Source: an optimization exercise on an open RTL-to-GDS flow (aim: small area). Production flows keep margins and buffers that such runs may drop.
Where RTL was checked, it was by simulation tests only, not by an equivalence proof against the original.
For runs 2 to 6, only the layout was checked, not whether the RTL still works.
Power is estimated from default activity; no workload was simulated.

$ cat flow/run.sh
#!/bin/bash
# The standard layout (standard.sh) with these changes:
#  - synthesis is synth_recipe.tcl unchanged, except that ABC maps the logic
#    with an area script (flow/synth_nf.tcl, flow/abc_nf.script)
#  - port buffers use the smallest buffer cell (BUFFER_PORTS_ARGS)
#  - clock tree synthesis runs without dummy loads (CTS_ARGS)
# Each tool's output goes to ORFS's per-step logs under orfs/logs; make's own
# output goes to flow_make.log here.
set -euo pipefail
export FLOW_WORK="$PWD"
export BUFFER_PORTS_ARGS="-buffer_cell sky130_fd_sc_hd__buf_1"
export CTS_ARGS="-sink_clustering_enable -repair_clock_nets -sink_clustering_size 30 -sink_clustering_max_diameter 100 -dont_use_dummy_load"
sed "s#SYNTH_SCRIPT=[^ ]*synth_recipe.tcl#SYNTH_SCRIPT=$PWD/flow/synth_nf.tcl#" standard.sh > standard_nf.sh
grep -q "SYNTH_SCRIPT=$PWD/flow/synth_nf.tcl" standard_nf.sh
bash standard_nf.sh > flow_make.log 2>&1
$ cat flow/abc_nf.script
strash
&get -n
&fraig -x
&put
scorr
dc2
strash
&get -n
&dch -f
&nf -R 1000
&put
$ cat flow/synth_nf.tcl
# The standard synthesis (synth_recipe.tcl, sourced unchanged below) with one
# change: the ABC run that maps the combinational logic uses abc_nf.script, an
# area-oriented script (&nf mapper), in place of ORFS's abc_area.script.
# Flip-flops are mapped before ABC runs, so the registers are the same.
proc abc {args} {
  set i [lsearch -exact $args -script]
  if {$i >= 0 && [string match *abc_area.script [lindex $args [expr {$i + 1}]]]} {
    lset args [expr {$i + 1}] $::env(FLOW_WORK)/flow/abc_nf.script
  }
  yosys abc {*}$args
}
source $::env(FLOW_WORK)/synth_recipe.tcl
$ cat standard.sh
#!/bin/bash
# synth_recipe.tcl (not shown) runs the flow's synth.tcl, then flattens the netlist and writes it again
# the make line also repeats each setting of config.mk as NAME=value (left out here)
make -C /OpenROAD-flow-scripts/flow DESIGN_CONFIG=/design/flow/config.mk WORK_HOME=/design/flow/orfs CLKGATE_MAP_FILE= SYNTH_SCRIPT=/design/flow/synth_recipe.tcl "${@:-finish}"
$ cat config.mk
export PLATFORM = sky130hd
export DESIGN_NAME = match_recovery_top
export DESIGN_NICKNAME = match_recovery_top
export VERILOG_FILES = /design/flow/design.v
export SDC_FILE = /design/flow/constraint.sdc
export NUM_CORES = 4
export LEC_CHECK = 0
export ABC_AREA = 1
export CAP_MARGIN = 0
export CORE_MARGIN = 2
export CORE_UTILIZATION = 60
export CTS_CLUSTER_DIAMETER = 100
export CTS_CLUSTER_SIZE = 30
export SLEW_MARGIN = 0
$ cat constraint.sdc
create_clock -name core_clock -period 5.0 [get_ports {i_clk}]
set_input_delay 1.0000 -clock core_clock [delete_from_list [all_inputs] [get_ports {i_clk}]]
set_output_delay 1.0000 -clock core_clock [all_outputs]
set_load 0.01 [all_outputs]
$ cat design.v
package frer_pkg;
    localparam int NUM_PORTS  = 4;
    localparam int PORT_IDX_W = 2;
    localparam int SEQ_W    = 16;
    localparam int HANDLE_W = 4;
    localparam int NUM_STREAMS = 16;
    localparam logic [SEQ_W-1:0] INVALID_SEQ = '1;
    localparam logic [15:0] RESET_TICKS = 16'd50;
    typedef logic [NUM_PORTS-1:0] port_mask_t;   
    typedef struct packed {
        logic [SEQ_W-1:0]    seq_num;   
        logic [HANDLE_W-1:0] handle;    
    } tag_info_t;
    typedef enum logic [1:0] {
        VERDICT_NONE    = 2'd0,   
        VERDICT_PASS    = 2'd1,
        VERDICT_DISCARD = 2'd2
    } verdict_e;
    typedef enum logic [1:0] {
        ST_IDLE   = 2'd0,
        ST_LOOKUP = 2'd1,
        ST_DECIDE = 2'd2,
        ST_REPORT = 2'd3
    } ctrl_state_e;
endpackage
`timescale 1ns/1ps
module match_recovery_top (
    input  logic        i_clk,
    input  logic        i_rst,
    input  logic [3:0]  i_tag_valid,
    input  logic [79:0] i_tag,   
    output logic [3:0]  o_pass_en,
    output logic [3:0]  o_discard_en,
    output logic [3:0]  o_judge_finish
);
    logic [1:0]  r_state;     
    logic [1:0]  r_grant;     
    logic [3:0]  r_pending;
    logic [19:0] r_tag [4];   
    logic [5:0]  r_time;      
    logic        r_done;      
    logic        r_hit;       
    logic [1:0] next_idx;
    logic       next_found;
    logic [1:0] cand;
    always_comb begin
        next_found = 1'b0;
        next_idx   = r_grant;
        cand       = r_grant;
        for (int k = 1; k <= 4; k++) begin
            cand = r_grant + 2'(k);
            if (!next_found && r_pending[cand]) begin
                next_found = 1'b1;
                next_idx   = cand;
            end
        end
    end
    wire       idle   = (r_state == 2'd0);
    wire       report = (r_state == 2'd3);
    wire [3:0] finish = report ? (4'b0001 << r_grant) : 4'b0000;
    always_ff @(posedge i_clk) begin
        if (i_rst) begin
            r_state <= 2'd0;
            r_grant <= 2'd3;
        end else if (idle) begin
            if (next_found) begin
                r_grant <= next_idx;
                r_state <= 2'd1;
            end
        end else begin
            r_state <= r_state + 2'd1;
        end
    end
    always_ff @(posedge i_clk) begin
        if (i_rst) r_pending <= 4'b0000;
        else       r_pending <= (r_pending & ~finish) | i_tag_valid;
    end
    wire busy = r_state[0] ^ r_state[1];
    always_ff @(posedge i_clk) begin
        for (int p = 0; p < 4; p++) begin
            if (i_tag_valid[p] && !(busy && r_grant == 2'(p)))
                r_tag[p] <= i_tag[p*20 +: 20];
        end
    end
    wire [5:0] time_n     = r_time + 6'd1;
    wire [2:0] time_n_hi1 = time_n[5:3] + 3'd1;
    always_ff @(posedge i_clk) begin
        if (i_rst) r_time <= 6'd0;
        else       r_time <= time_n;
    end
    wire [19:0] cur  = r_tag[r_grant];
    wire [3:0]  h    = cur[3:0];
    wire [15:0] s    = cur[19:4];
    wire        sval = (s != 16'hffff);
    logic [15:0] s_seq [16];
    logic [5:0]  s_t   [16];
    logic [15:0] s_a;
    logic [15:0] s_q;
    function automatic logic [3:0] tap_of(input logic [3:0] slot);
        case (slot)
            4'd0:    tap_of = 4'b1000;
            4'd3:    tap_of = 4'b1001;
            4'd6:    tap_of = 4'b1010;
            4'd9:    tap_of = 4'b1011;
            4'd12:   tap_of = 4'b1100;
            4'd15:   tap_of = 4'b1101;
            default: tap_of = 4'b0000;
        endcase
    endfunction
    logic       r_at;    
    logic [2:0] r_ti;
    wire  [3:0] h_next = !idle ? h
                       : i_tag_valid[next_idx] ? i_tag[next_idx*20 +: 4]
                       : r_tag[next_idx][3:0];
    wire        win_next = !i_rst && (idle ? next_found : !report);
    wire        done_next = !idle && (r_done || r_at);
    wire  [3:0] tap_next = tap_of(h_next + r_time[3:0] + 4'd1);
    always_ff @(posedge i_clk) begin
        r_at <= win_next && !done_next && tap_next[3];
        r_ti <= tap_next[2:0];
    end
    wire [2:0] ti     = r_ti;
    wire       at_tap = r_at;
    logic [15:0] e_seq;
    logic [5:0]  e_t;
    logic        e_a;
    logic        e_q;
    always_comb begin
        case (ti)
            3'd0:    begin e_seq = s_seq[0];  e_t = s_t[0];  e_a = s_a[0];  e_q = s_q[0];  end
            3'd1:    begin e_seq = s_seq[3];  e_t = s_t[3];  e_a = s_a[3];  e_q = s_q[3];  end
            3'd2:    begin e_seq = s_seq[6];  e_t = s_t[6];  e_a = s_a[6];  e_q = s_q[6];  end
            3'd3:    begin e_seq = s_seq[9];  e_t = s_t[9];  e_a = s_a[9];  e_q = s_q[9];  end
            3'd4:    begin e_seq = s_seq[12]; e_t = s_t[12]; e_a = s_a[12]; e_q = s_q[12]; end
            default: begin e_seq = s_seq[15]; e_t = s_t[15]; e_a = s_a[15]; e_q = s_q[15]; end
        endcase
    end
    wire [5:0] g_i  = r_time - {4'd0, r_state};   
    wire [5:0] age  = g_i - e_t;                   
    wire       ta   = e_a | e_q | (age >= 6'd54);
    wire       eq   = (e_seq == s);
    wire       vpass = sval & (ta | ~eq);
        wire       qnew  = ~e_a & (age == 6'd52);
    for (genvar i = 0; i < 16; i++) begin : g_slot
        localparam int J = (i + 15) % 16;   
        logic [15:0] nseq;
        logic [5:0]  nt;
        logic        na;
        logic        nq;
        if ((J % 3) == 0) begin : g_tap
            wire wr = at_tap && (ti == 3'(J / 3));
            assign nseq = (wr && sval)  ? s     : s_seq[J];
            assign nt   = (wr && vpass) ? g_i   : s_t[J];
            assign nq   = (wr && vpass) ? qnew  : s_q[J];
            assign na   = i_rst | (s_a[J] & ~(wr && vpass));
        end else if (J == 2 || J == 10) begin : g_scrub
            wire [5:0] a = r_time - s_t[J];
            wire old = (a[5:3] == 3'b111);
            assign nseq = s_seq[J];
            assign nt   = s_t[J];
            assign nq   = s_q[J];
            assign na   = i_rst | s_a[J] | old;
        end else begin : g_plain
            assign nseq = s_seq[J];
            assign nt   = s_t[J];
            assign nq   = s_q[J];
            assign na   = i_rst | s_a[J];
        end
        always_ff @(posedge i_clk) begin
            s_seq[i] <= nseq;
            s_t[i]   <= nt;
            s_a[i]   <= na;
            s_q[i]   <= nq;
        end
    end
    always_ff @(posedge i_clk) begin
        r_done <= done_next;
    end
    wire hit = ~ta & eq;
    always_ff @(posedge i_clk) begin
        if (at_tap && !report) r_hit <= hit;
    end
    wire fhit  = (at_tap && report) ? hit : r_hit;
    wire fpass = sval & ~fhit;
    wire fdisc = sval & fhit;
    assign o_judge_finish = finish;
    assign o_pass_en      = finish & {4{fpass}};
    assign o_discard_en   = finish & {4{fdisc}};
endmodule
==> results of run 1 <==
[report_power, final]
part | switching [W] | internal (W)
clock | 0.00108 | 0.000724
sequential | 0.000449 | 0.00509
combinational | 0.00202 | 0.00142
[final timing paths]
path                         end  slack, ps  cells past startpoint               startpoint
max                 o_pass_en[3]        210                     18          r_ti[2]$_DFF_P_
min          s_seq[2][4]$_DFF_P_        310                      0      s_seq[1][4]$_DFF_P_
max reg2reg         r_at$_DFF_P_        420                     20  r_grant[1]$_SDFFE_PP1P_
min reg2reg  s_seq[2][4]$_DFF_P_        310                      0      s_seq[1][4]$_DFF_P_
[cells in the final DEF, fill, tap and decap left out, types with 31 or more instances in the layout]
master / count
buf_1: 90
edfxtp_1: 81
nand2_1: 143
a21oi_1: 55
mux2_1: 31
nor2_1: 71
o21ai_0: 123
a222oi_1: 57
buf_4: 55
dfxtp_1: 397
[flip-flops by register name (all words and copies together), names as in the netlist]
register / flops
r_pending: 4
s_a: 16
r_at: 1
s_q: 16
r_grant: 2
r_time: 6
r_tag: 80
r_done: 1
r_ti: 3
r_state: 2
r_hit: 1
s_seq: 256
s_t: 96
[synth_stat cells (8+ instances only)]
| cell | number |
|---|---|
| o21ai_0 | 127 |
| a222oi_1 | 57 |
| nor2_1 | 72 |
| or2_0 | 10 |
| o22ai_1 | 11 |
| xnor2_1 | 16 |
| nand2b_1 | 11 |
| dfxtp_1 | 403 |
| xor2_1 | 14 |
| clkinv_1 | 25 |
| a21oi_1 | 57 |
| a22oi_1 | 9 |
| ha_1 | 26 |
| edfxtp_1 | 81 |
| mux2_1 | 32 |
| nand2_1 | 146 |
| a221oi_1 | 8 |
| nor3_1 | 8 |
[timing repair]
| item | CTS | global route |
|---|---|---|
| setup buffers | 7 | 5 |
| cloned | 0 | 0 |
| setup endpoints to repair | 9 | 10 |
| gates resized for setup | 16 | 46 |
| pin swaps | 2 | 12 |
[per-stage QoR]
stage	setup TNS [ps]	util (%)	hold WS, ps	instances	power, W
final	0	68.99	307.4	1680	0.01078
after global routing	-77.00	68.99	309.0	1680	0.01143
after CTS	0	68.18	308.0	1675	0.01060
after detailed placement	-64.69	65.74	312.1	1648	0.008761
after global placement	0	65.74	309.5	1648	0.008683
after floorplan	0	-	309.6	1181	0.007589
[layout make-up]
type	instances	area, µm²
Sequential cell	484	10520
Fill cell	1816	7518
Multi-Input combinational cell	672	4384
Timing Repair Buffer	155	828.3
Clock buffer	20	500.5
Tap cell	324	405.4
Inverter	25	96.34
[cells by family (layout without fill, tap and decap cells)]
family                   after synthesis  count (layout)
buffers and inverters                 25             200
AND/OR/NAND/NOR                      280             280
multiplexers                          37              37
adder cells (fa/ha/maj)               29              29
XOR/XNOR                              30              30
flip-flops                           484             484
AO/OA/AOI/OAI                        296             296
[worst max-delay path, delay by kind of cell (launching register included)]
family	cells	cell delay (ps)
xor+xnor	1	80
buf+inv	3	370
compound gates	6	890
simple gates	5	760
flops	1	390
fa+ha+maj	2	470
mux	1	310
[metal layers]
| metal | global-route usage (%) | routed length (µm) | up-vias |
|---|---|---|---|
| met5 | 0 | 0 | - |
| met4 | 5.398 | 567 | 0 |
| met3 | 2.686 | 2070 | 45 |
| met2 | 37.24 | 13800 | 348 |
| met1 | 37.46 | 15350 | 4404 |
| li1 | - | - | 4608 |
==> notes.md, run 1 <==
* Die H at 160.9 µm
* Status: complete, no violations
* Fmax at 208.9 MHz
* Vias in the first global route at between 8000 and 9000
* Clock skew at roughly 50 ps
* Asr flop ratio synth at 0%
* First-pass GRT wire length at 49360 µm
* Post-Synth XOR/XNOR Area at 1.779%
* CTS Buf Count at 20
* Synth top area share at about 55%
* DP Worst Slack at -64.69 ps
* Peak supply drop at ~350 µV
* Starting Density at 60.90%
* Detailed placement HPWL at between 20000 and 25000 µm
* Mapped cell area at 14770 µm²
* Largest family of logic cells by synthesized area: compound AO/OA/AOI/OAI gates
* PortBufs at 97
* EDFF count, synth at 81
* Mux cell area share after synthesis at about 2.8%
* Post-Syn Instances at 1181
* Syn_nets at 1296
* Rows at 57
* Routed Antenna Nets at 0
* Mean area per synthesized cell at 12.50 µm²
* Ys flop type: dfxtp_1
* Detailed Route Iter0 Violations at roughly 1000
* Slew headroom at between 10% and 20%
* Die area at 25880 µm²
* Crit-path most repeated cell: nor2_1
* CTS Root Cell: clkbuf_16
* Post-DR wirelength/cell at 18.92 µm
* CTS tree: built
* Synth Area in Adders at about 2.6%
* Core area at 24250 µm²
* Compound-cell area share of the yosys netlist at 12.91%
* Final min period at 4788 ps
* Worst hold path class: register to register
* Layout area overhead at 13.28%
* Cell area after layout at about 17000 µm²
* Total track usage at 24.28%
* Yosys cell types at 46
* Critical path's slowest cell: dfxtp_4
* Pin count of the biggest net entering global routing at 40
* Total number of vias at ~9400
* Final worst slack at 212.4 ps
* CP max FO at 10
* DR DRC count at 0
* Final hold violation count at 0
* Max_cap viols at 0
* N_diodes at 0
* Max Root-Sink Buffers at 3
* CP cell instances: buf_6, nor3_4, a22oi_2, a32oi_2, ha_2, fa_2, clkinv_1, a21o_1, a21oi_2, xor2_1, a21oi_1, o21ai_1, nor2_1, nor3_2, mux2_4, nand2b_4, nor2_1, clkbuf_2
* Slowest Stage Delay on Critical Path at 390 ps
* Endpoint class of the critical path: primary output
* Crit path DAT at 3790 ps
* Start-to-end type of the worst setup path: register to primary output
* Htree depth at 1
* Routability cong. at 0.9476
* Post-synth top area cell: dfxtp_1
* Sink Count at 484
* Post-synthesis sequential area ratio at just over 70%
* GRT overflow at 0
* Final Setup Violations at 0
* Leakage at 6.469 nW
* Ys Warns at 4
* Via density per instance at roughly 5.6
* Detailed-route wire length at roughly 32000 µm
* Initial antenna violation count at 0
* Simple-gate portion of the synthesized area at 8.184%
* Period utilization at 95.75%
* Startpoint types: register
* CTS clk-pin slew, worst paths at 110 ps
* Post-place instance area at 15940 µm²
* Top cells by area, synth: dfxtp_1 (55%), edfxtp_1 (16%), o21ai_0 (4.3%)
* Flops & latches, synth at 484
* Cts hold-fix bufs at 0
* Fraction of layout cells with a size suffix above 1 at 9.735%
* Die width at roughly 160 µm
* Slew at the pin closest to its max-slew limit at ~1200 ps
* Critical path required time at 4000 ps
* Worst-Skew Late Latency at 550 ps
* Nets@finish at roughly 1500
* Pwr/cell area at 644.3 nW/µm²
* Final Max Slew Viols at 0
* IO Pins at 98
* Drt first pass iters at 7
==> inputs of run 2 (changes only) <==
--- a/design.v
+++ b/design.v
@@ -138,7 +138,16 @@
     wire [5:0] g_i  = r_time - {4'd0, r_state};   
-    wire [5:0] age  = g_i - e_t;                   
-    wire       ta   = e_a | e_q | (age >= 6'd54);
+    wire [5:0] d    = r_time - e_t;
+    logic      old54;
+    logic      at52;
+    always_comb begin
+        case (r_state)
+            2'd1:    begin old54 = (d >= 6'd55); at52 = (d == 6'd53); end
+            2'd2:    begin old54 = (d >= 6'd56); at52 = (d == 6'd54); end
+            default: begin old54 = (d >= 6'd57); at52 = (d == 6'd55); end
+        endcase
+    end
+    wire       ta   = e_a | e_q | old54;
     wire       eq   = (e_seq == s);
     wire       vpass = sval & (ta | ~eq);
-        wire       qnew  = ~e_a & (age == 6'd52);
+        wire       qnew  = ~e_a & at52;
     for (genvar i = 0; i < 16; i++) begin : g_slot
--- a/config.mk
+++ b/config.mk
@@ -8,7 +8,7 @@
 export ABC_AREA = 1
-export CAP_MARGIN = 0
+export CAP_MARGIN = 20
 export CORE_MARGIN = 2
-export CORE_UTILIZATION = 60
+export CORE_UTILIZATION = 40
 export CTS_CLUSTER_DIAMETER = 100
 export CTS_CLUSTER_SIZE = 30
-export SLEW_MARGIN = 0
+export SLEW_MARGIN = 20
==> notes.md, run 2 <==
* Status: finished with violations
* Fail Reasons: negative setup slack
* Worst-Skew Late Latency at 550 ps (about the same)
* Htree depth at 1 (unchanged)
* Synth top area share at 54.33% (-0.30 points)
* Post-synth top area cell: dfxtp_1
* Start-to-end type of the worst setup path: register to primary output
* Worst hold path class: register to register
* Post-DR wirelength/cell at 17.77 µm (-6.1%)
* Drt first pass iters at 8 (+1)
* Most common cell after layout, fill and taps aside: dfxtp_1
* Crit path buf inv count at 3 (unchanged)
* Rows at 70 (+23%)
* Number of fill cells at 3337 (+84%)
* Routability cong. at 0.9190 (-3.0%)
* Top cells by area, synth: dfxtp_1 (54%), edfxtp_1 (16%), o21ai_0 (4.0%)
* Final worst slack at -133.6 ps (-346.0 ps)
* Post-Syn Instances at 1191 (+0.85%)
* Ys flop type: dfxtp_1
* Pwr/cell area at 645.9 nW/µm² (+0.26%)
* Routed Antenna Nets at 0 (unchanged)
* First-pass GRT wire length at 52400 µm (+6.2%)
* Final Max Slew Viols at 0 (unchanged)
* Global routing usage on met1 at 23.71% (-14 points)
* Ys Warns at 4 (unchanged)
* Met3 GRT Util at 1.848% (-0.84 points)
* P_int at 0.007581 W (+4.8%)
* Max_cap viols at 0 (unchanged)
* Cts hold-fix bufs at 0 (unchanged)
* TNS Setup at -979.4 ps (-979.4 ps)
* PortBufs at 97 (unchanged)
* Core area at 36610 µm² (+51%)
* IO Pins at 98 (unchanged)
* CP cell instances: buf_8, nor3b_4, buf_4, a22oi_1, a21oi_1, a21oi_2, ha_1, a21o_1, a21o_1, xnor2_1, nand2_1, nor4_2, a21oi_2, nor2_1, or4_4, a21oi_4, mux2_4, nand2b_4, nor2_2, buf_2
* Detailed-route wire length at 33270 µm (+4.7%)
* Tightest hold margin at 308.2 ps (+0.8660 ps)
* Mean area per synthesized cell at 12.47 µm² (-0.29%)
* Detailed Route Iter0 Violations at 846 (-16%)
* Vias in the first global route at 9438 (+5.8%)
* Via density per instance at 5.183 (-7.4%)
* Flops & latches, synth at 484 (unchanged)
* Total track usage at 17.13% (-7.2 points)
* Slew headroom at 34.92% (+17 points)
* Yosys cell types at 46 (unchanged)
* RSZ-0062 raised after global routing: true
* Clk pwr share at 16.0% (-0.7 points)
* N_diodes at 0 (unchanged)
* Syn_nets at 1307 (+0.85%)
* DR DRC count at 0 (unchanged)
* Crit path DAT at 4130 ps (+340 ps)
* CTS Buf Count at 20 (unchanged)
* Pin count of the biggest net entering global routing at 43 (+7.5%)
* Largest Register: s_seq
* Clock skew at 49.10 ps (-1.867 ps)
* CTS Root Cell: clkbuf_16
* CTS tree: built
* Critical path's slowest cell: or4_4
* Max FFs per register at 256 (unchanged)
* Die area at 38680 µm² (+49%)
* Commonest non-fill, non-tap cells in the layout: dfxtp_1 (398), nand2_1 (141), o21ai_0 (114)
* Period utilization at 102.7% (+6.9 points)
* P_sw at 0.003727 W (+5.2%)
* GR Util met2 at 29.03% (-8.2 points)
* Fraction of layout cells with a size suffix above 1 at 13.89% (+4.2 points)
* Final hold violation count at 0 (unchanged)
* Biggest regs: s_seq: 256 flops, s_t: 96 flops, r_tag: 80 flops
* Finished Layout Cells at 1872 (+11%)
* Final min period at 5134 ps (+346.0 ps)
* CP max FO at 7 (-3)
* Final Core Density at 47.82% (-21 points)
* CTS clk-pin slew, worst paths at 100 ps (about the same)
* Critical path required time at 4000 ps (about the same)
* Asr flop ratio synth at 0% (unchanged)
* Endpoint class of the critical path: primary output
* Logic pwr share at 34.7% (+2.8 points)
* Die width at 196.7 µm (+22%)
* Peak supply drop at 632.7 µV (+82%)
* Top cells by count, synth: dfxtp_1 (403), nand2_1 (146), o21ai_0 (120)
* EDFF count, synth at 81 (unchanged)
* Post-synthesis sequential area ratio at 70.71% (-0.40 points)
* Sequential fraction of design power at 49.3% (-2.1 points)
* Register area at 10510 µm² (about the same)
* Nets@finish at 1522 (+3.3%)
* GRT overflow at 0 (unchanged)
* Fmax at 194.8 MHz (-6.7%)
* Total number of vias at 9703 (+3.2%)
* Max Root-Sink Buffers at 3 (unchanged)
* Starting Density at 40.56% (-20 points)
* Delay-heaviest family, CP: simple AND/OR/NAND/NOR gates
* Leakage at 6.800 nW (+5.1%)
* Initial antenna violation count at 0 (unchanged)
* Slowest Stage Delay on Critical Path at 430 ps (+40 ps)
* Area occupied by multi-input gates at 4626 µm² (+5.5%)
* Mapped cell area at 14850 µm² (+0.56%)
* Detailed placement HPWL at 22480 µm (+8.0%)
* Slew at the pin closest to its max-slew limit at 972.7 ps (-244.9 ps)
* Most numerous cell in the Yosys netlist: dfxtp_1
* Layout area overhead at 17.89%
* Startpoint types: register
* Sink Count at 484 (unchanged)
* Grt peak-use layer: met2
* Die H at 196.7 µm (+22%)
* Final Setup Violations at 9 (+9)
* Sw Share at 32.96% (+0.088 points)
* Cells after DPL at 1826 (+11%)
[run 2: kinds of logic after synthesis]
group	Yosys count	synth area share (%)
compound gates	297	12.89
xor+xnor	31	1.828
fa+ha+maj	30	2.679
buf+inv	27	0.6825
flops	484	70.71
mux	38	2.839
simple gates	284	8.375
[run 2: final timing paths]
path | startpoint | to | slack [ps] | cells after the start
worst max-delay path | r_ti[2]$_DFF_P_ | o_pass_en[3] | -130 | 20
worst min-delay path | s_seq[7][8]$_DFF_P_ | s_seq[8][8]$_DFF_P_ | 310 | 0
worst max register to register | r_grant[0]$_SDFFE_PP1P_ | r_at$_DFF_P_ | -100 | 24
worst min register to register | s_seq[7][8]$_DFF_P_ | s_seq[8][8]$_DFF_P_ | 310 | 0
[run 2: timing repair]
| action | 4_1_cts | 5_1_grt |
|---|---|---|
| setup buffers | 22 | 5 |
| resized for setup | 69 | 27 |
| endpoints found under the setup margin | 9 | 9 |
| pin swaps | 42 | 21 |
[run 2: worst reg2reg max path: cells and delay by family (launching register included)]
kind | cells | cell delay [ps]
xor gates and xnor gates | 3 | 540
buffers and inverters | 3 | 430
muxes | 1 | 300
adders and majority gates | 1 | 270
AOI/OAI and AO/OA | 7 | 1210
and+or+nand+nor | 9 | 1940
DFF | 1 | 350
[run 2: power groups by stage]
stage / logic, W / registers [W] / clock network [W]
2_1_floorplan: 0.00206 / 0.00550 / 0
3_3_place_gp: 0.00320 / 0.00563 / 0
3_5_place_dp: 0.00329 / 0.00565 / 0
4_1_cts: 0.00378 / 0.00558 / 0.00187
5_1_grt: 0.00432 / 0.00569 / 0.00200
6_report: 0.00392 / 0.00558 / 0.00181
[run 2: area by class of cell]
class                           instances  share of cell area [%]
Timing Repair Buffer                  193                   6.732
Clock buffer                           20                   2.859
Sequential cell                       484                   60.04
Tap cell                              468                   3.345
Multi-Input combinational cell        680                   26.42
Inverter                               27                  0.6003
[run 2: stage by stage]
stage / worst slack, ps / instance area (µm²) / total power [W]
global route: -343.0 / 17510 / 0.01200
CTS: -121.4 / 17400 / 0.01123
detailed placement: -123.5 / 16470 / 0.008941
global placement: 49.65 / 16450 / 0.008830
finish: -133.6 / 17510 / 0.01131
floorplan: 46.68 / 14910 / 0.007554
[run 2: metal layers]
metal | up-vias | routed length (µm)
li1 | 4724 | -
met1 | 4621 | 15450
met2 | 303 | 15460
met3 | 55 | 1703
met4 | 0 | 655
met5 | - | 0
==> inputs of run 3 (changes only) <==
--- a/design.v
+++ b/design.v
@@ -90,3 +90,4 @@
     end
-    wire [19:0] cur  = r_tag[r_grant];
+    wire [1:0]  gsel = idle ? next_idx : r_grant;
+    wire [19:0] cur  = r_tag[gsel];
     wire [3:0]  h    = cur[3:0];
@@ -111,5 +112,3 @@
     logic [2:0] r_ti;
-    wire  [3:0] h_next = !idle ? h
-                       : i_tag_valid[next_idx] ? i_tag[next_idx*20 +: 4]
-                       : r_tag[next_idx][3:0];
+    wire  [3:0] h_next = (idle && i_tag_valid[next_idx]) ? i_tag[next_idx*20 +: 4] : h;
     wire        win_next = !i_rst && (idle ? next_found : !report);
@@ -138,16 +137,7 @@
     wire [5:0] g_i  = r_time - {4'd0, r_state};   
-    wire [5:0] d    = r_time - e_t;
-    logic      old54;
-    logic      at52;
-    always_comb begin
-        case (r_state)
-            2'd1:    begin old54 = (d >= 6'd55); at52 = (d == 6'd53); end
-            2'd2:    begin old54 = (d >= 6'd56); at52 = (d == 6'd54); end
-            default: begin old54 = (d >= 6'd57); at52 = (d == 6'd55); end
-        endcase
-    end
-    wire       ta   = e_a | e_q | old54;
+    wire [5:0] age  = g_i - e_t;                   
+    wire       ta   = e_a | e_q | (age >= 6'd54);
     wire       eq   = (e_seq == s);
     wire       vpass = sval & (ta | ~eq);
-        wire       qnew  = ~e_a & at52;
+        wire       qnew  = ~e_a & (age == 6'd52);
     for (genvar i = 0; i < 16; i++) begin : g_slot
--- a/config.mk
+++ b/config.mk
@@ -8,3 +8,3 @@
 export ABC_AREA = 1
-export CAP_MARGIN = 20
+export CAP_MARGIN = 0
 export CORE_MARGIN = 2
@@ -13,2 +13,2 @@
 export CTS_CLUSTER_SIZE = 30
-export SLEW_MARGIN = 20
+export SLEW_MARGIN = 0
==> notes.md, run 3 <==
* Status: finished with violations
* Fail Reasons: negative setup slack
* Clock skew at 52.67 ps (+3.571 ps)
* Detailed-route wire length at 33340 µm (+0.21%)
* Post-place instance area at 16760 µm² (+1.8%)
* Delay-heaviest family, CP: simple AND/OR/NAND/NOR gates
* Mean area per synthesized cell at 12.57 µm² (+0.81%)
* Commonest non-fill, non-tap cells in the layout: dfxtp_1 (396), buf_4 (123), nor2_1 (120)
* R2r setup slk at 380 ps (+480 ps)
* Total track usage at 17.35% (+0.22 points)
* Max Root-Sink Buffers at 3 (unchanged)
* Detailed Route Iter0 Violations at 740 (-13%)
* Ys Warns at 4 (unchanged)
* Max_cap viols at 0 (unchanged)
* Simple-gate portion of the synthesized area at 7.746% (-0.63 points)
* Critical R2R Launch: r_grant[0]$_SDFFE_PP1P_
* Number of fill cells at 3285 (-1.6%)
* Layout area overhead at 20.10%
* Detailed placement HPWL at 22130 µm (-1.6%)
* Worst Reg-to-Reg Cells at 24 (unchanged)
* CTS Buf Count at 20 (unchanged)
* Asr flop ratio synth at 0% (unchanged)
* Syn_nets at 1287 (-1.5%)
* Via density per instance at 5.028 (-3.0%)
* FF-to-FF End: r_at$_DFF_P_
* Starting Density at 40.43% (-0.13 points)
* HP Start: s_t[11][1]$_DFF_P_
* Final Max Slew Viols at 0 (unchanged)
* DR DRC count at 0 (unchanged)
* Critical path required time at 4000 ps (about the same)
* WHS Path Cells at 0 (unchanged)
* Yosys cell types at 50 (+8.7%)
* Startpoint types: register
* Post-Synth XOR/XNOR Area at 1.665% (-0.16 points)
* Vias in the first global route at 9431 (-0.074%)
* GRT overflow at 0 (unchanged)
* Drt first pass iters at 6 (-2)
* Slew headroom at 20.89% (-14 points)
* CP cell instances: buf_4, nor3b_4, a22oi_1, nand3_1, o21a_1, clkinv_2, ha_4, a21oi_2, o21ai_2, buf_4, buf_4, buf_4, xor2_2, o21bai_1, nand4_1, a2111oi_4, buf_4, nand4_1, or3_4, a31oi_4, nand2_2, nor2_2, buf_1
* Leakage at 7.005 nW (+3.0%)
* Sink Count at 484 (unchanged)
* Slew at the pin closest to its max-slew limit at 1180 ps (+207.0 ps)
* Synth Area in Adders at 2.616% (-0.063 points)
* Pwr/cell area at 728.3 nW/µm² (+13%)
* Period utilization at 110.6% (+8.0 points)
* Post-synthesis sequential area ratio at 71.28% (+0.57 points)
* First-pass GRT wire length at 52360 µm (about the same)
* Fmax at 180.8 MHz (-7.2%)
* Worst hold path class: register to register
* CTS clk-pin slew, worst paths at 120 ps (+20 ps)
* Top cells by area, synth: dfxtp_1 (55%), edfxtp_1 (17%), a21oi_1 (4.1%)
* Mapped cell area at 14730 µm² (-0.80%)
* Most common cell after layout, fill and taps aside: dfxtp_1
* Total number of vias at 9523 (-1.9%)
* Fraction of layout cells with a size suffix above 1 at 17.04% (+3.2 points)
* Max FFs per register at 256 (unchanged)
* Pin count of the biggest net entering global routing at 33 (-23%)
* Final Setup Violations at 8 (-1)
* Min-Delay Endpoint: s_t[12][1]$_DFF_P_
* Worst-Skew Late Latency at 530 ps (-20 ps)
* Core area at 36430 µm² (-0.48%)
* IO Pins at 98 (unchanged)
* Initial antenna violation count at 0 (unchanged)
* Start-to-end type of the worst setup path: register to primary output
* Cts hold-fix bufs at 0 (unchanged)
* Post-DR wirelength/cell at 17.60 µm (-0.95%)
* Rows at 70 (unchanged)
* Crit-path most repeated cell: buf_4
* Final min period at 5532 ps (+397.9 ps)
* Cell area after layout at 17690 µm² (+1.1%)
* N_diodes at 0 (unchanged)
* Top cells by count, synth: dfxtp_1 (403), nor2_1 (127), a21oi_1 (122)
* Htree depth at 1 (unchanged)
* Die width at 195.9 µm (-0.39%)
* Most numerous cell in the Yosys netlist: dfxtp_1
* Final worst slack at -531.6 ps (-397.9 ps)
* Post-synth top area cell: dfxtp_1
* Largest Register: s_seq
* Ys flop type: dfxtp_1
* Die H at 195.9 µm (-0.39%)
* Endpoint class of the critical path: primary output
* Synth top area share at 54.76% (+0.44 points)
* Routed Antenna Nets at 0 (unchanged)
* Final Power at 0.01289 W (+14%)
* Nets@finish at 1543 (+1.4%)
* Final hold violation count at 0 (unchanged)
* Critical path's slowest cell: dfxtp_4
* RSZ-0062 raised after global routing: true
* Tightest hold margin at 302.1 ps (-6.139 ps)
* EDFF count, synth at 81 (unchanged)
* CP max FO at 7 (unchanged)
* CTS Root Cell: clkbuf_16
* Crit path buf inv count at 7 (+4)
* Slowest Stage Delay on Critical Path at 380 ps (-50 ps)
* Die area at 38380 µm² (-0.78%)
* Routability cong. at 0.8230 (-10%)
* Crit path DAT at 4530 ps (+400 ps)
* Post-Syn Instances at 1172 (-1.6%)
* CTS tree: built
* Flops & latches, synth at 484 (unchanged)
* Biggest regs: s_seq: 256 flops, s_t: 96 flops, r_tag: 80 flops
* PortBufs at 97 (unchanged)
* Compound-cell area share of the yosys netlist at 12.82% (-0.066 points)
* Mux cell area share after synthesis at 3.007% (+0.17 points)
* Final Core Density at 48.56% (+0.74 points)
* Largest family of logic cells by synthesized area: compound AO/OA/AOI/OAI gates
* Peak supply drop at 440.6 µV (-30%)
==> run 3: cell count changes after synthesis, moves of 6 or more <==
cell      previous run  this run
nor2_1              67       127
xor2_1              19        13
nand2_1            146        81
o21ai_0            120        59
and3_1               1         7
a21o_1               3        10
clkinv_1            27        34
o22ai_1             11         0
nand2b_1            12         4
a222oi_1            59        48
a21oi_1             65       122
==> run 3: cell families after synthesis <==
logic type | after synthesis
DFF | 484
AOI/OAI and AO/OA | 293
and+or+nand+nor | 265
muxes | 39
buffers and inverters | 34
adders and majority gates | 29
xor gates and xnor gates | 28
==> run 3: power breakdown <==
part / switching [W] / internal [W] / total, W
combinational: 0.00290 / 0.00227 / 0.00518
clock: 0.00109 / 0.000723 / 0.00181
sequential: 0.000510 / 0.00539 / 0.00590
total: 0.00450 / 0.00839 / 0.0129
==> run 3: worst max-delay path by stage <==
stage / from / cells past startpoint / slack, ps / end
detailed placement: r_state[1]$_SDFFE_PP0P_ / 20 / -370 / o_pass_en[3]
floorplan: r_grant[0]$_SDFFE_PP1P_ / 20 / 10 / o_discard_en[0]
global route: r_grant[0]$_SDFFE_PP1P_ / 22 / -780 / o_pass_en[3]
finish: r_ti[1]$_DFF_P_ / 23 / -530 / o_discard_en[2]
CTS: r_ti[2]$_DFF_P_ / 21 / -510 / o_pass_en[3]
global placement: r_state[1]$_SDFFE_PP0P_ / 20 / -380 / o_pass_en[3]
==> run 3: metrics by stage <==
| step | instances | TNS [ps] | setup WS [ps] |
|---|---|---|---|
| after global routing | 1894 | -6078 | -782.0 |
| after floorplan | 1172 | 0 | 13.38 |
| final | 1894 | -4105 | -531.6 |
| after global placement | 1855 | -2819 | -381.0 |
| after CTS | 1893 | -3882 | -505.7 |
| after detailed placement | 1855 | -2804 | -374.3 |
==> run 3: repair_timing <==
action,4_1_cts,5_1_grt
setup endpoints to repair,8,9
pin swaps,38,5
resized for setup,62,12
cloned,2,0
setup buffers,16,1
==> run 3: area by class of cell <==
cell class / count / area [µm²] / area share (%)
sequential: 484 / 10520 / 59.46
multi-input combinational: 656 / 4497 / 25.42
timing repair buffer: 232 / 1449 / 8.190
tap: 468 / 585.6 / 3.310
clock buffer: 20 / 500.5 / 2.829
inverter: 34 / 141.4 / 0.7992
==> run 3: metal layers <==
| layer | share of wire, % | vias up | routed length (µm) | global-route usage, % |
|---|---|---|---|---|
| li1 | - | 4709 | - | - |
| met1 | 46 | 4496 | 15250 | 23.95 |
| met2 | 47 | 264 | 15630 | 29.01 |
| met3 | 5.1 | 54 | 1713 | 2.132 |
| met4 | 2.2 | 0 | 748 | 4.630 |
| met5 | 0 | - | 0 | 0 |
==> inputs of run 4 (changes only) <==
--- a/flow/run.sh
+++ b/flow/run.sh
@@ -11,3 +11,3 @@
 export BUFFER_PORTS_ARGS="-buffer_cell sky130_fd_sc_hd__buf_1"
-export CTS_ARGS="-sink_clustering_enable -repair_clock_nets -sink_clustering_size 30 -sink_clustering_max_diameter 100 -dont_use_dummy_load"
+export CTS_ARGS="-sink_clustering_enable -repair_clock_nets -sink_clustering_size 30 -sink_clustering_max_diameter 100 -dont_use_dummy_load -root_buf sky130_fd_sc_hd__clkbuf_8"
 sed "s#SYNTH_SCRIPT=[^ ]*synth_recipe.tcl#SYNTH_SCRIPT=$PWD/flow/synth_nf.tcl#" standard.sh > standard_nf.sh
==> notes.md, run 4 <==
* Post-synthesis sequential area ratio at 71.28% (unchanged)
* Drt first pass iters at 8 (+2)
* TNS Setup at -4757 ps (-652.1 ps)
* Peak supply drop at 441.2 µV (+0.14%)
* R2r setup slk at 360 ps (-20 ps)
* Crit path DAT at 4610 ps (+80 ps)
* Worst-Skew Late Latency at 630 ps (+100 ps)
* Layout area overhead at 19.85%
* Rows at 70 (unchanged)
* Largest Register: s_seq
* Final Setup Violations at 8 (unchanged)
* Detailed placement HPWL at 22130 µm (unchanged)
* Period utilization at 112.3% (+1.7 points)
* CP max FO at 7 (unchanged)
* Sink Count at 484 (unchanged)
* Starting Density at 40.43% (unchanged)
* Core area at 36430 µm² (unchanged)
* DP Worst Slack at -374.3 ps (unchanged)
* Htree depth at 1 (unchanged)
* First-pass GRT wire length at 52250 µm (-0.21%)
* RSZ-0062 raised after global routing: true
* Die H at 195.9 µm (unchanged)
* Worst hold path class: register to register
* Top cells by area, synth: dfxtp_1 (55%), edfxtp_1 (17%), a21oi_1 (4.1%)
* Syn_nets at 1287 (unchanged)
* Endpoint class of the critical path: primary output
* DR DRC count at 0 (unchanged)
* Most numerous cell in the Yosys netlist: dfxtp_1
* Synth top area share at 54.76% (unchanged)
* Flops & latches, synth at 484 (unchanged)
* Post-DR wirelength/cell at 17.55 µm (-0.29%)
* Fraction of layout cells with a size suffix above 1 at 17.04% (unchanged)
* Post-Syn Instances at 1172 (unchanged)
* Total track usage at 17.29% (-0.064 points)
* EDFF count, synth at 81 (unchanged)
* Ys flop type: dfxtp_1
* Pin count of the biggest net entering global routing at 33 (unchanged)
* Cts hold-fix bufs at 0 (unchanged)
* Total number of vias at 9517 (-0.063%)
* Cell area after layout at 17660 µm² (-0.21%)
* Fmax at 178.1 MHz (-1.5%)
* Max Root-Sink Buffers at 3 (unchanged)
* Post-synth top area cell: dfxtp_1
* Via density per instance at 5.025 (about the same)
* Nets@finish at 1543 (unchanged)
* Start-to-end type of the worst setup path: register to primary output
* CTS Buf Count at 20 (unchanged)
* Routability cong. at 0.8230 (unchanged)
* Pwr/cell area at 725.8 nW/µm² (-0.35%)
* Routed Antenna Nets at 0 (unchanged)
* Slew headroom at 20.58% (-0.31 points)
* CTS tree: built
* Asr flop ratio synth at 0% (unchanged)
* Vias in the first global route at 9406 (-0.27%)
* N_diodes at 0 (unchanged)
* PortBufs at 97 (unchanged)
* Final worst slack at -614.3 ps (-82.71 ps)
* Max_cap viols at 0 (unchanged)
* Final Max Slew Viols at 0 (unchanged)
* GRT overflow at 0 (unchanged)
* Commonest non-fill, non-tap cells in the layout: dfxtp_1 (396), buf_4 (123), nor2_1 (120)
* Top cells by count, synth: dfxtp_1 (403), nor2_1 (127), a21oi_1 (122)
* Clock skew at 74.90 ps (+22.23 ps)
* Critical path required time at 4000 ps (about the same)
* Initial antenna violation count at 0 (unchanged)
* Mapped cell area at 14730 µm² (unchanged)
* Post-place instance area at 16760 µm² (unchanged)
* Yosys cell types at 50 (unchanged)
* Detailed-route wire length at 33240 µm (-0.29%)
* Max FFs per register at 256 (unchanged)
* Most common cell after layout, fill and taps aside: dfxtp_1
* Final hold violation count at 0 (unchanged)
* CTS Root Cell: clkbuf_8
* Status: finished with violations
* Detailed Route Iter0 Violations at 784 (+5.9%)
* Die width at 195.9 µm (unchanged)
* Mean area per synthesized cell at 12.57 µm² (unchanged)
* Ys Warns at 4 (unchanged)
* Fail Reasons: negative setup slack
* Biggest regs: s_seq: 256 flops, s_t: 96 flops, r_tag: 80 flops
* CTS clk-pin slew, worst paths at 120 ps (about the same)
* Leakage at 6.995 nW (-0.14%)
* Die area at 38380 µm² (unchanged)
* Startpoint types: register
* Final min period at 5614 ps (+82.71 ps)
* Slew at the pin closest to its max-slew limit at 1184 ps (+4.600 ps)
* IO Pins at 98 (unchanged)
-- run 4: layout make-up --
type,count,area [µm²]
Fill cell,3293,18780
Sequential cell,484,10520
Multi-Input combinational cell,656,4494
Timing Repair Buffer,232,1449
Tap cell,468,585.6
Clock buffer,20,466.7
Inverter,34,141.4
-- run 4: worst paths after layout --
check,start,end,cells past startpoint
max,r_ti[1]$_DFF_P_,o_pass_en[3],23
min,s_t[11][1]$_DFF_P_,s_t[12][1]$_DFF_P_,0
max reg2reg,r_grant[0]$_SDFFE_PP1P_,r_at$_DFF_P_,24
min reg2reg,s_t[11][1]$_DFF_P_,s_t[12][1]$_DFF_P_,0
-- run 4: layer usage --
| metal | global-route usage [%] | vias to the layer above | routed length (µm) |
|---|---|---|---|
| li1 | - | 4724 | - |
| met1 | 24.01 | 4462 | 15170 |
| met2 | 28.89 | 281 | 15680 |
| met3 | 2.011 | 50 | 1673 |
| met4 | 4.433 | 0 | 724 |
| met5 | 0 | - | 0 |
-- run 4: repair_timing --
item                                    CTS  global route
endpoints found under the setup margin    8             9
buffers inserted                         16             1
endpoints found under the hold margin     0             0
gates cloned                              1             1
pin swaps                                38             6
resized for setup                        62            12
-- run 4: cells by family (layout without fill, tap and decap cells) --
| logic type | after synthesis | in the layout | share of synthesized area (%) |
|---|---|---|---|
| xor+xnor | 28 | 28 | 1.665 |
| buf+inv | 34 | 286 | 0.8663 |
| compound gates | 293 | 293 | 12.82 |
| mux | 39 | 39 | 3.007 |
| flops | 484 | 484 | 71.28 |
| simple gates | 265 | 267 | 7.746 |
| fa+ha+maj | 29 | 29 | 2.616 |
-- run 4: stage by stage --
stage                     utilization, %  instances  total power [W]  hold slack [ps]
after floorplan                        -       1172         0.008610            309.6
after global placement             46.00       1855          0.01053            309.8
after detailed placement           46.00       1855          0.01063            312.1
after CTS                          48.28       1892          0.01275            271.7
after global routing               48.46       1894          0.01366            289.7
final                              48.46       1894          0.01281            277.4
-- run 4: critical path, cell delays in order, from the launching register on --
cell and delay [ps]:
dfxtp_4 380, buf_4 140, nor3b_4 250, a22oi_1 140
nand3_1 100, o21a_1 170, clkinv_2 80, ha_4 210
a21oi_2 140, o21ai_2 80, buf_4 130, buf_4 120
buf_4 130, xor2_2 150, o21bai_1 130, nand4_1 160
a2111oi_2 270, buf_4 160, nand4_1 80, or3_4 380
a31oi_4 220, nand2b_4 180, nor2_1 50, buf_2 160
-- run 4: power by group --
group          internal (W)  switching (W)
sequential          0.00539       0.000511
combinational       0.00228        0.00289
clock              0.000663        0.00108
total               0.00833        0.00448
==> inputs of run 5 (changes only) <==
--- a/design.v
+++ b/design.v
@@ -90,4 +90,3 @@
     end
-    wire [1:0]  gsel = idle ? next_idx : r_grant;
-    wire [19:0] cur  = r_tag[gsel];
+    wire [19:0] cur  = r_tag[r_grant];
     wire [3:0]  h    = cur[3:0];
@@ -110,14 +109,13 @@
     endfunction
-    logic       r_at;    
-    logic [2:0] r_ti;
-    wire  [3:0] h_next = (idle && i_tag_valid[next_idx]) ? i_tag[next_idx*20 +: 4] : h;
+    logic [5:0] r_tsel;   
+    wire  [3:0] h_next = !idle ? h
+                       : i_tag_valid[next_idx] ? i_tag[next_idx*20 +: 4]
+                       : r_tag[next_idx][3:0];
     wire        win_next = !i_rst && (idle ? next_found : !report);
-    wire        done_next = !idle && (r_done || r_at);
+    wire        at_tap = |r_tsel;
+    wire        done_next = !idle && (r_done || at_tap);
     wire  [3:0] tap_next = tap_of(h_next + r_time[3:0] + 4'd1);
     always_ff @(posedge i_clk) begin
-        r_at <= win_next && !done_next && tap_next[3];
-        r_ti <= tap_next[2:0];
+        r_tsel <= (win_next && !done_next && tap_next[3]) ? (6'b000001 << tap_next[2:0]) : 6'b000000;
     end
-    wire [2:0] ti     = r_ti;
-    wire       at_tap = r_at;
     logic [15:0] e_seq;
@@ -127,10 +125,12 @@
     always_comb begin
-        case (ti)
-            3'd0:    begin e_seq = s_seq[0];  e_t = s_t[0];  e_a = s_a[0];  e_q = s_q[0];  end
-            3'd1:    begin e_seq = s_seq[3];  e_t = s_t[3];  e_a = s_a[3];  e_q = s_q[3];  end
-            3'd2:    begin e_seq = s_seq[6];  e_t = s_t[6];  e_a = s_a[6];  e_q = s_q[6];  end
-            3'd3:    begin e_seq = s_seq[9];  e_t = s_t[9];  e_a = s_a[9];  e_q = s_q[9];  end
-            3'd4:    begin e_seq = s_seq[12]; e_t = s_t[12]; e_a = s_a[12]; e_q = s_q[12]; end
-            default: begin e_seq = s_seq[15]; e_t = s_t[15]; e_a = s_a[15]; e_q = s_q[15]; end
-        endcase
+        e_seq = '0;
+        e_t   = '0;
+        e_a   = 1'b0;
+        e_q   = 1'b0;
+        for (int j = 0; j < 6; j++) begin
+            e_seq = e_seq | ({16{r_tsel[j]}} & s_seq[3*j]);
+            e_t   = e_t   | ({6{r_tsel[j]}}  & s_t[3*j]);
+            e_a   = e_a   | (r_tsel[j] & s_a[3*j]);
+            e_q   = e_q   | (r_tsel[j] & s_q[3*j]);
+        end
     end
@@ -149,3 +149,3 @@
         if ((J % 3) == 0) begin : g_tap
-            wire wr = at_tap && (ti == 3'(J / 3));
+            wire wr = r_tsel[J / 3];
             assign nseq = (wr && sval)  ? s     : s_seq[J];
--- a/flow/run.sh
+++ b/flow/run.sh
@@ -11,3 +11,3 @@
 export BUFFER_PORTS_ARGS="-buffer_cell sky130_fd_sc_hd__buf_1"
-export CTS_ARGS="-sink_clustering_enable -repair_clock_nets -sink_clustering_size 30 -sink_clustering_max_diameter 100 -dont_use_dummy_load -root_buf sky130_fd_sc_hd__clkbuf_8"
+export CTS_ARGS="-sink_clustering_enable -repair_clock_nets -sink_clustering_size 30 -sink_clustering_max_diameter 100 -dont_use_dummy_load"
 sed "s#SYNTH_SCRIPT=[^ ]*synth_recipe.tcl#SYNTH_SCRIPT=$PWD/flow/synth_nf.tcl#" standard.sh > standard_nf.sh
==> notes.md, run 5 <==
* Start-to-end type of the worst setup path: register to primary output
* Period utilization at 97.40% (-15 points)
* Startpoint types: register
* Sink Count at 486 (+0.41%)
* Critical path required time at 4000 ps (about the same)
* Post-synth top area cell: dfxtp_1
* Peak supply drop at 318.4 µV (-28%)
* IO Pins at 98 (unchanged)
* Routed Antenna Nets at 0 (unchanged)
* Slew headroom at 30.03% (+9.4 points)
* Htree depth at 1 (unchanged)
* Commonest non-fill, non-tap cells in the layout: dfxtp_1 (401), nand2_1 (145), o21ai_0 (116)
* Fmax at 205.3 MHz (+15%)
* Total track usage at 17.16% (-0.13 points)
* WHS Path Cells at 0 (unchanged)
* Detailed Route Iter0 Violations at 1065 (+36%)
* Rows at 70 (unchanged)
* Initial antenna violation count at 0 (unchanged)
* Starting Density at 40.51% (+0.081 points)
* Drt first pass iters at 7 (-1)
* CTS Buf Count at 20 (unchanged)
* Worst Reg-to-Reg Cells at 19 (-21%)
* Post-DR wirelength/cell at 18.43 µm (+5.0%)
* Max Root-Sink Buffers at 3 (unchanged)
* Top cells by area, synth: dfxtp_1 (55%), edfxtp_1 (16%), a222oi_1 (4.5%)
* Nets@finish at 1474 (-4.5%)
* N_diodes at 0 (unchanged)
* GRT overflow at 0 (unchanged)
* Die H at 196.3 µm (+0.21%)
* Mapped cell area at 14800 µm² (+0.44%)
* Top cells by count, synth: dfxtp_1 (405), nand2_1 (150), o21ai_0 (120)
* Worst-Skew Late Latency at 560 ps (-70 ps)
* Detailed placement HPWL at 22490 µm (+1.6%)
* Clock skew at 102.8 ps (+27.89 ps)
* Ys flop type: dfxtp_1
* Syn_nets at 1296 (+0.70%)
* Final min period at 4870 ps (-744.4 ps)
* Layout area overhead at 15.06%
* Fraction of layout cells with a size suffix above 1 at 10.83% (-6.2 points)
* Slew at the pin closest to its max-slew limit at 1046 ps (-138.5 ps)
* Tightest hold margin at 269.7 ps (-7.676 ps)
* CP max FO at 4 (-3)
* Ys Warns at 4 (unchanged)
* Crit path DAT at 3870 ps (-740 ps)
* Die area at 38550 µm² (+0.43%)
* Cts hold-fix bufs at 0 (unchanged)
* Most common cell after layout, fill and taps aside: dfxtp_1
* CTS clk-pin slew, worst paths at 110 ps (about the same)
* Final Max Slew Viols at 0 (unchanged)
* Critical path's slowest cell: fa_2
* Endpoint class of the critical path: primary output
* Post-synthesis sequential area ratio at 71.23% (about the same)
* Yosys cell types at 47 (-6.0%)
* Flops & latches, synth at 486 (+0.41%)
* Max_cap viols at 0 (unchanged)
* Post-Syn Instances at 1181 (+0.77%)
* Status: complete, no violations
* CTS Root Cell: clkbuf_16
* First-pass GRT wire length at 52210 µm (about the same)
* Slowest Stage Delay on Critical Path at 630 ps (+250 ps)
* Worst hold path class: register to register
* DR DRC count at 0 (unchanged)
* Pwr/cell area at 661.2 nW/µm² (-8.9%)
* Final hold violation count at 0 (unchanged)
* EDFF count, synth at 81 (unchanged)
* Routability cong. at 0.8883 (+7.9%)
* Final Setup Violations at 0 (-8)
* Largest Register: s_seq
* Detailed-route wire length at 33640 µm (+1.2%)
* Synth top area share at 54.79% (about the same)
* CTS tree: built
* Most numerous cell in the Yosys netlist: dfxtp_1
* Mean area per synthesized cell at 12.53 µm² (-0.32%)
* Core area at 36520 µm² (+0.24%)
* Die width at 196.3 µm (+0.21%)
* TNS Setup at 0 ps (+4757 ps)
* Via density per instance at 5.261 (+4.7%)
* Biggest regs: s_seq: 256 flops, s_t: 96 flops, r_tag: 80 flops
* Leakage at 6.496 nW (-7.1%)
* Pin count of the biggest net entering global routing at 34 (+3.0%)
* Total number of vias at 9602 (+0.89%)
* CP cell instances: clkinv_2, ha_2, inv_2, fa_2, ha_4, a21oi_2, o21ai_2, a21o_1, nand2_2, inv_2, o21ai_2, nand3_2, o311a_1, mux2_4, nand2b_4, nor2_1, buf_2
* Vias in the first global route at 9256 (-1.6%)
* PortBufs at 97 (unchanged)
* Asr flop ratio synth at 0% (unchanged)
* Max FFs per register at 256 (unchanged)
-- run 5: changes by cell type in the layout (fill, tap and decap cells not counted), sizes merged, moves of 18 or more --
cell    previous run  this run
nor2             128        79
buf              230       156
nand2             81       150
a21oi            122        52
o21ai             59       120
a222oi            48        66
-- run 5: repair_timing --
item	4_1_cts	5_1_grt
setup buffers	1	7
setup endpoints to repair	8	14
resized for setup	22	61
pin swaps	1	16
-- run 5: area by class of cell --
cell class	count	area [µm²]
Clock buffer	20	500.5
Fill cell	3254	19500
Inverter	29	120.1
Multi-Input combinational cell	666	4453
Sequential cell	486	10550
Tap cell	468	585.6
Timing Repair Buffer	156	815.8
-- run 5: cell families after synthesis --
logic type / after synthesis / share of synthesized area (%)
DFF: 486 / 71.23
xor gates and xnor gates: 29 / 1.717
AOI/OAI and AO/OA: 282 / 12.56
and+or+nand+nor: 287 / 8.236
muxes: 39 / 2.917
buffers and inverters: 29 / 0.7356
adders and majority gates: 29 / 2.604
-- run 5: stage by stage --
step,utilization [%],total power [W],worst slack [ps],std cells,instance area [µm²]
after floorplan,-,0.007860,424.4,1181,14800
after global placement,44.20,0.008965,353.4,1797,16140
after detailed placement,44.20,0.009053,136.9,1797,16140
after CTS,45.76,0.01092,9.500,1818,16710
after global routing,46.62,0.01198,-32.85,1825,17030
final,46.62,0.01126,130.1,1825,17030
-- run 5: path summary, 6_finish.rpt --
| check | start | endpoint | slack, ps |
|---|---|---|---|
| max | r_time[0]$_SDFF_PP0_ | o_pass_en[1] | 130 |
| min reg2reg | s_seq[11][6]$_DFF_P_ | s_seq[12][6]$_DFF_P_ | 270 |
| min | s_seq[11][6]$_DFF_P_ | s_seq[12][6]$_DFF_P_ | 270 |
| max reg2reg | r_grant[1]$_SDFFE_PP1P_ | r_tsel[0]$_SDFF_PP0_ | 320 |
-- run 5: layer usage --
layer	track usage, %	part of all wire, %
met5	0	0
met4	3.339	1.3
met3	2.567	6.8
met2	28.21	45
met1	24.28	47
-- run 5: report_power, final --
part           leakage (nW)  internal [W]  switching, W
Clock                 0.246      0.000723       0.00109
Combinational          2.12       0.00145       0.00212
Sequential             4.13       0.00535      0.000514
-- run 5: critical path, delay by kind of cell (launching register included) --
kind | cells | cell delay [ps]
AND/OR/NAND/NOR | 4 | 450
flip-flops | 1 | 360
adder cells (fa/ha/maj) | 3 | 1020
multiplexers | 1 | 310
AO/OA/AOI/OAI | 5 | 920
buffers and inverters | 4 | 300
==> inputs of run 6 (changes only) <==
--- a/design.v
+++ b/design.v
@@ -137,7 +137,16 @@
     wire [5:0] g_i  = r_time - {4'd0, r_state};   
-    wire [5:0] age  = g_i - e_t;                   
-    wire       ta   = e_a | e_q | (age >= 6'd54);
+    wire [5:0] d    = r_time - e_t;
+    logic      old54;
+    logic      at52;
+    always_comb begin
+        case (r_state)
+            2'd1:    begin old54 = (d >= 6'd55); at52 = (d == 6'd53); end
+            2'd2:    begin old54 = (d >= 6'd56); at52 = (d == 6'd54); end
+            default: begin old54 = (d >= 6'd57); at52 = (d == 6'd55); end
+        endcase
+    end
+    wire       ta   = e_a | e_q | old54;
     wire       eq   = (e_seq == s);
     wire       vpass = sval & (ta | ~eq);
-        wire       qnew  = ~e_a & (age == 6'd52);
+        wire       qnew  = ~e_a & at52;
     for (genvar i = 0; i < 16; i++) begin : g_slot
==> notes.md, run 6 <==
* Status: complete, no violations
* Worst-Skew Late Latency at 560 ps (about the same)
* Slew at the pin closest to its max-slew limit at 1173 ps (+127.1 ps)
* Worst Reg-to-Reg Cells at 24 (+5)
* Tightest hold margin at 298.9 ps (+29.25 ps)
* Rows at 70 (unchanged)
* Synth Area in Adders at 2.682% (+0.077 points)
* Starting Density at 40.53% (about the same)
* Max_cap viols at 0 (unchanged)
* Finished Layout Cells at 1834 (+0.49%)
* Syn_nets at 1298 (+0.15%)
* Commonest non-fill, non-tap cells in the layout: dfxtp_1 (398), nand2_1 (145), o21ai_0 (113)
* Via density per instance at 5.305 (+0.83%)
* Final Max Slew Viols at 0 (unchanged)
* Routed Antenna Nets at 0 (unchanged)
* Core area at 36610 µm² (+0.24%)
* DP Worst Slack at 76.45 ps (-60.40 ps)
* Die width at 196.6 µm (+0.13%)
* Largest Register: s_seq
* Worst hold path class: register to register
* First-pass GRT wire length at 54350 µm (+4.1%)
* Leakage at 6.551 nW (+0.85%)
* Pin count of the biggest net entering global routing at 33 (-2.9%)
* PortBufs at 97 (unchanged)
* Top cells by area, synth: dfxtp_1 (55%), edfxtp_1 (16%), a222oi_1 (4.4%)
* Detailed Route Iter0 Violations at 1129 (+6.0%)
* Synth top area share at 54.65% (-0.15 points)
* Biggest regs: s_seq: 256 flops, s_t: 96 flops, r_tag: 80 flops
* Crit path DAT at 3830 ps (-40 ps)
* Most numerous cell in the Yosys netlist: dfxtp_1
* Ys Warns at 4 (unchanged)
* Critical R2R Launch: r_grant[0]$_SDFFE_PP1P_
* Initial antenna violation count at 0 (unchanged)
* Mean area per synthesized cell at 12.55 µm² (+0.19%)
* Cells after DPL at 1808 (+0.61%)
* Drt first pass iters at 6 (-1)
* DR DRC count at 0 (unchanged)
* Layout area overhead at 14.97% (about the same)
* CTS clk-pin slew, worst paths at 110 ps (about the same)
* Post-synthesis sequential area ratio at 71.04% (-0.19 points)
* Detailed placement HPWL at 22940 µm (+2.0%)
* Critical path required time at 4000 ps (about the same)
* Die area at 38650 µm² (+0.26%)
* R2r setup slk at 360 ps (+40 ps)
* Final worst slack at 174.9 ps (+44.77 ps)
* Vias in the first global route at 9633 (+4.1%)
* IO Pins at 98 (unchanged)
* Fraction of layout cells with a size suffix above 1 at 10.32% (-0.51 points)
* Startpoint types: register
* FF-to-FF End: r_tsel[5]$_SDFF_PN0_
* Mux cell area share after synthesis at 2.623% (-0.29 points)
* Min-Delay Endpoint: s_seq[12][15]$_DFF_P_
* EDFF count, synth at 81 (unchanged)
* Register area at 10550 µm² (about the same)
* Post-Synth XOR/XNOR Area at 1.594% (-0.12 points)
* Simple-gate portion of the synthesized area at 8.071% (-0.17 points)
* Pwr/cell area at 672.1 nW/µm² (+1.6%)
* Flops & latches, synth at 486 (unchanged)
* Sink Count at 486 (unchanged)
* RSZ-0062 raised after global routing: true
* Detailed-route wire length at 34700 µm (+3.1%)
* Most common cell after layout, fill and taps aside: dfxtp_1
* Max Root-Sink Buffers at 3 (unchanged)
* WHS Path Cells at 0 (unchanged)
* Compound-cell area share of the yosys netlist at 13.18% (+0.62 points)
* Post-Syn Instances at 1182 (+0.085%)
* Clock skew at 71.32 ps (-31.47 ps)
* Endpoint class of the critical path: primary output
* CTS Buf Count at 20 (unchanged)
* Htree depth at 1 (unchanged)
* N_diodes at 0 (unchanged)
* Final hold violation count at 0 (unchanged)
* Ys flop type: dfxtp_1
* Asr flop ratio synth at 0% (unchanged)
* Post-synth top area cell: dfxtp_1
* Post-DR wirelength/cell at 18.92 µm (+2.6%)
* Peak supply drop at 426.8 µV (+34%)
* Period utilization at 96.50% (-0.90 points)
* Area occupied by multi-input gates at 4383 µm² (-1.6%)
* HP Start: s_seq[11][15]$_DFF_P_
* Start-to-end type of the worst setup path: register to primary output
* Top cells by count, synth: dfxtp_1 (405), nand2_1 (145), o21ai_0 (117)
* Fmax at 207.3 MHz (+0.93%)
* Slew headroom at 21.52% (-8.5 points)
* Largest family of logic cells by synthesized area: compound AO/OA/AOI/OAI gates
* Final min period at 4825 ps (-44.77 ps)
* CP max FO at 5 (+1)
* Mapped cell area at 14840 µm² (+0.27%)
* CTS Root Cell: clkbuf_16
* Final Setup Violations at 0 (unchanged)
* Die H at 196.6 µm (+0.13%)
* CTS tree: built
* GRT overflow at 0 (unchanged)
* Yosys cell types at 44 (-6.4%)
* Total track usage at 17.98% (+0.81 points)
* Total number of vias at 9729 (+1.3%)
* Routability cong. at 0.8998 (+1.3%)
* Nets@finish at 1484 (+0.68%)
* Number of fill cells at 3330 (+2.3%)
* Max FFs per register at 256 (unchanged)
[run 6: changes by cell type after synthesis, moves of 4 or more]
cell,change
and2_0,+4
and3_1,+5
nand2_1,-5
nor2_1,-15
o211ai_1,+4
o21bai_1,+6
xnor2_1,+5
xor2_1,-7
[run 6: metal layers]
metal,vias to the layer above,track usage (%),wire length [µm]
met5,-,0,0
met2,356,29.33,15590
met1,4664,25.63,16010
met3,66,2.002,2218
li1,4643,-,-
met4,0,4.651,879
[run 6: how the worst max path moves through the flow]
stage | from | cells after the start | end
global route | r_tsel[2]$_SDFF_PP0_ | 17 | o_pass_en[1]
CTS | r_tsel[2]$_SDFF_PP0_ | 17 | o_pass_en[3]
floorplan | r_grant[0]$_SDFFE_PP1P_ | 22 | r_tsel[4]$_SDFF_PN0_
finish | r_tsel[0]$_SDFF_PP0_ | 18 | o_pass_en[3]
detailed placement | r_grant[1]$_SDFFE_PP1P_ | 23 | r_tsel[5]$_SDFF_PN0_
global placement | r_grant[1]$_SDFFE_PP1P_ | 23 | r_tsel[4]$_SDFF_PN0_
[run 6: final cells by class]
cell class	instances	area share (%)
Sequential cell	486	61.87
Multi-Input combinational cell	664	25.69
Timing Repair Buffer	164	5.362
Tap cell	468	3.433
Clock buffer	20	2.934
Inverter	32	0.7042
[run 6: repair_timing]
item,4_1_cts,5_1_grt
resized for setup,15,55
pin swaps,7,15
endpoints found under the setup margin,8,14
hold buffers,0,0
gates cloned,0,0
buffers inserted,0,7
[run 6: report_power, final]
group | leakage (nW) | switching [W] | internal (W) | total [W]
Sequential | 4.13 | 0.000510 | 0.00536 | 0.00587
Combinational | 2.18 | 0.00221 | 0.00155 | 0.00376
Clock | 0.246 | 0.00111 | 0.000724 | 0.00183
[run 6: critical path, stage by stage, from the launching register on]
cell and delay, ps:
dfxtp_4 390, buf_4 160, a222oi_1 360, and2_1 180, ha_2 310, o21ai_2 70
nand2b_1 120, xnor2_2 200, nand2_1 100, nor3_2 210, nand2_1 80, nand2_1 60
o221ai_1 120, o21ai_1 220, a31oi_1 110, buf_4 180, nand2b_4 160, nor2_1 120
clkbuf_2 140
[run 6: logic make-up (layout without fill, tap and decap cells)]
kind of cell	after synthesis	in the layout
mux	35	35
flops	486	486
fa+ha+maj	30	30
xor+xnor	27	27
simple gates	276	276
buf+inv	32	216
compound gates	296	296
[run 6: through the flow]
stage	total power [W]	setup TNS [ps]	area [µm²]	util, %
2_1_floorplan	0.007992	0	14850	-
3_3_place_gp	0.009342	0	16280	44.47
3_5_place_dp	0.009421	0	16280	44.47
4_1_cts	0.01128	0	16830	45.98
5_1_grt	0.01221	-412.6	17060	46.59
6_report	0.01146	0	17060	46.59

==> what the ideal ports hide <==
The results above use ideal ports. As a check the final layouts listed here were re-extracted and re-timed, cells and wires unchanged. Step 1 (the two cells are an assumption about what drives the block):
set clk [get_ports {i_clk}]
set_driving_cell -lib_cell sky130_fd_sc_hd__clkbuf_16 $clk
set_driving_cell -lib_cell sky130_fd_sc_hd__buf_2 [delete_from_list [all_inputs] $clk]
Step 2 adds t to the input delays and takes it off the output delays; t is the mean of the earliest and latest rising clock arrival at the registers after step 1. Input paths then give back, and output paths get back, about the clock's delay inside the block. Slacks: ideal ports / drivers / drivers and shift; pairs: ideal ports / drivers.
run | shift t [ns] | setup slack, ns | worst hold slack (ns) | latest minus earliest clock arrival (ns)
run 1 | 0.569 | 0.212 / 0.164 / 0.423 | 0.307 / 0.307 / 0.307 | 0.051 / 0.052
run 2 | 0.574 | -0.134 / -0.183 / -0.100 | 0.308 / 0.308 / 0.308 | 0.051 / 0.051
run 3 | 0.563 | -0.532 / -0.579 / -0.016 | 0.302 / 0.302 / 0.302 | 0.078 / 0.078
run 4 | 0.628 | -0.614 / -0.659 / -0.031 | 0.277 / 0.277 / 0.277 | 0.102 / 0.102
run 5 | 0.562 | 0.130 / 0.080 / 0.323 | 0.270 / 0.270 / 0.270 | 0.103 / 0.103
run 6 | 0.577 | 0.175 / 0.123 / 0.359 | 0.299 / 0.299 / 0.299 | 0.071 / 0.072
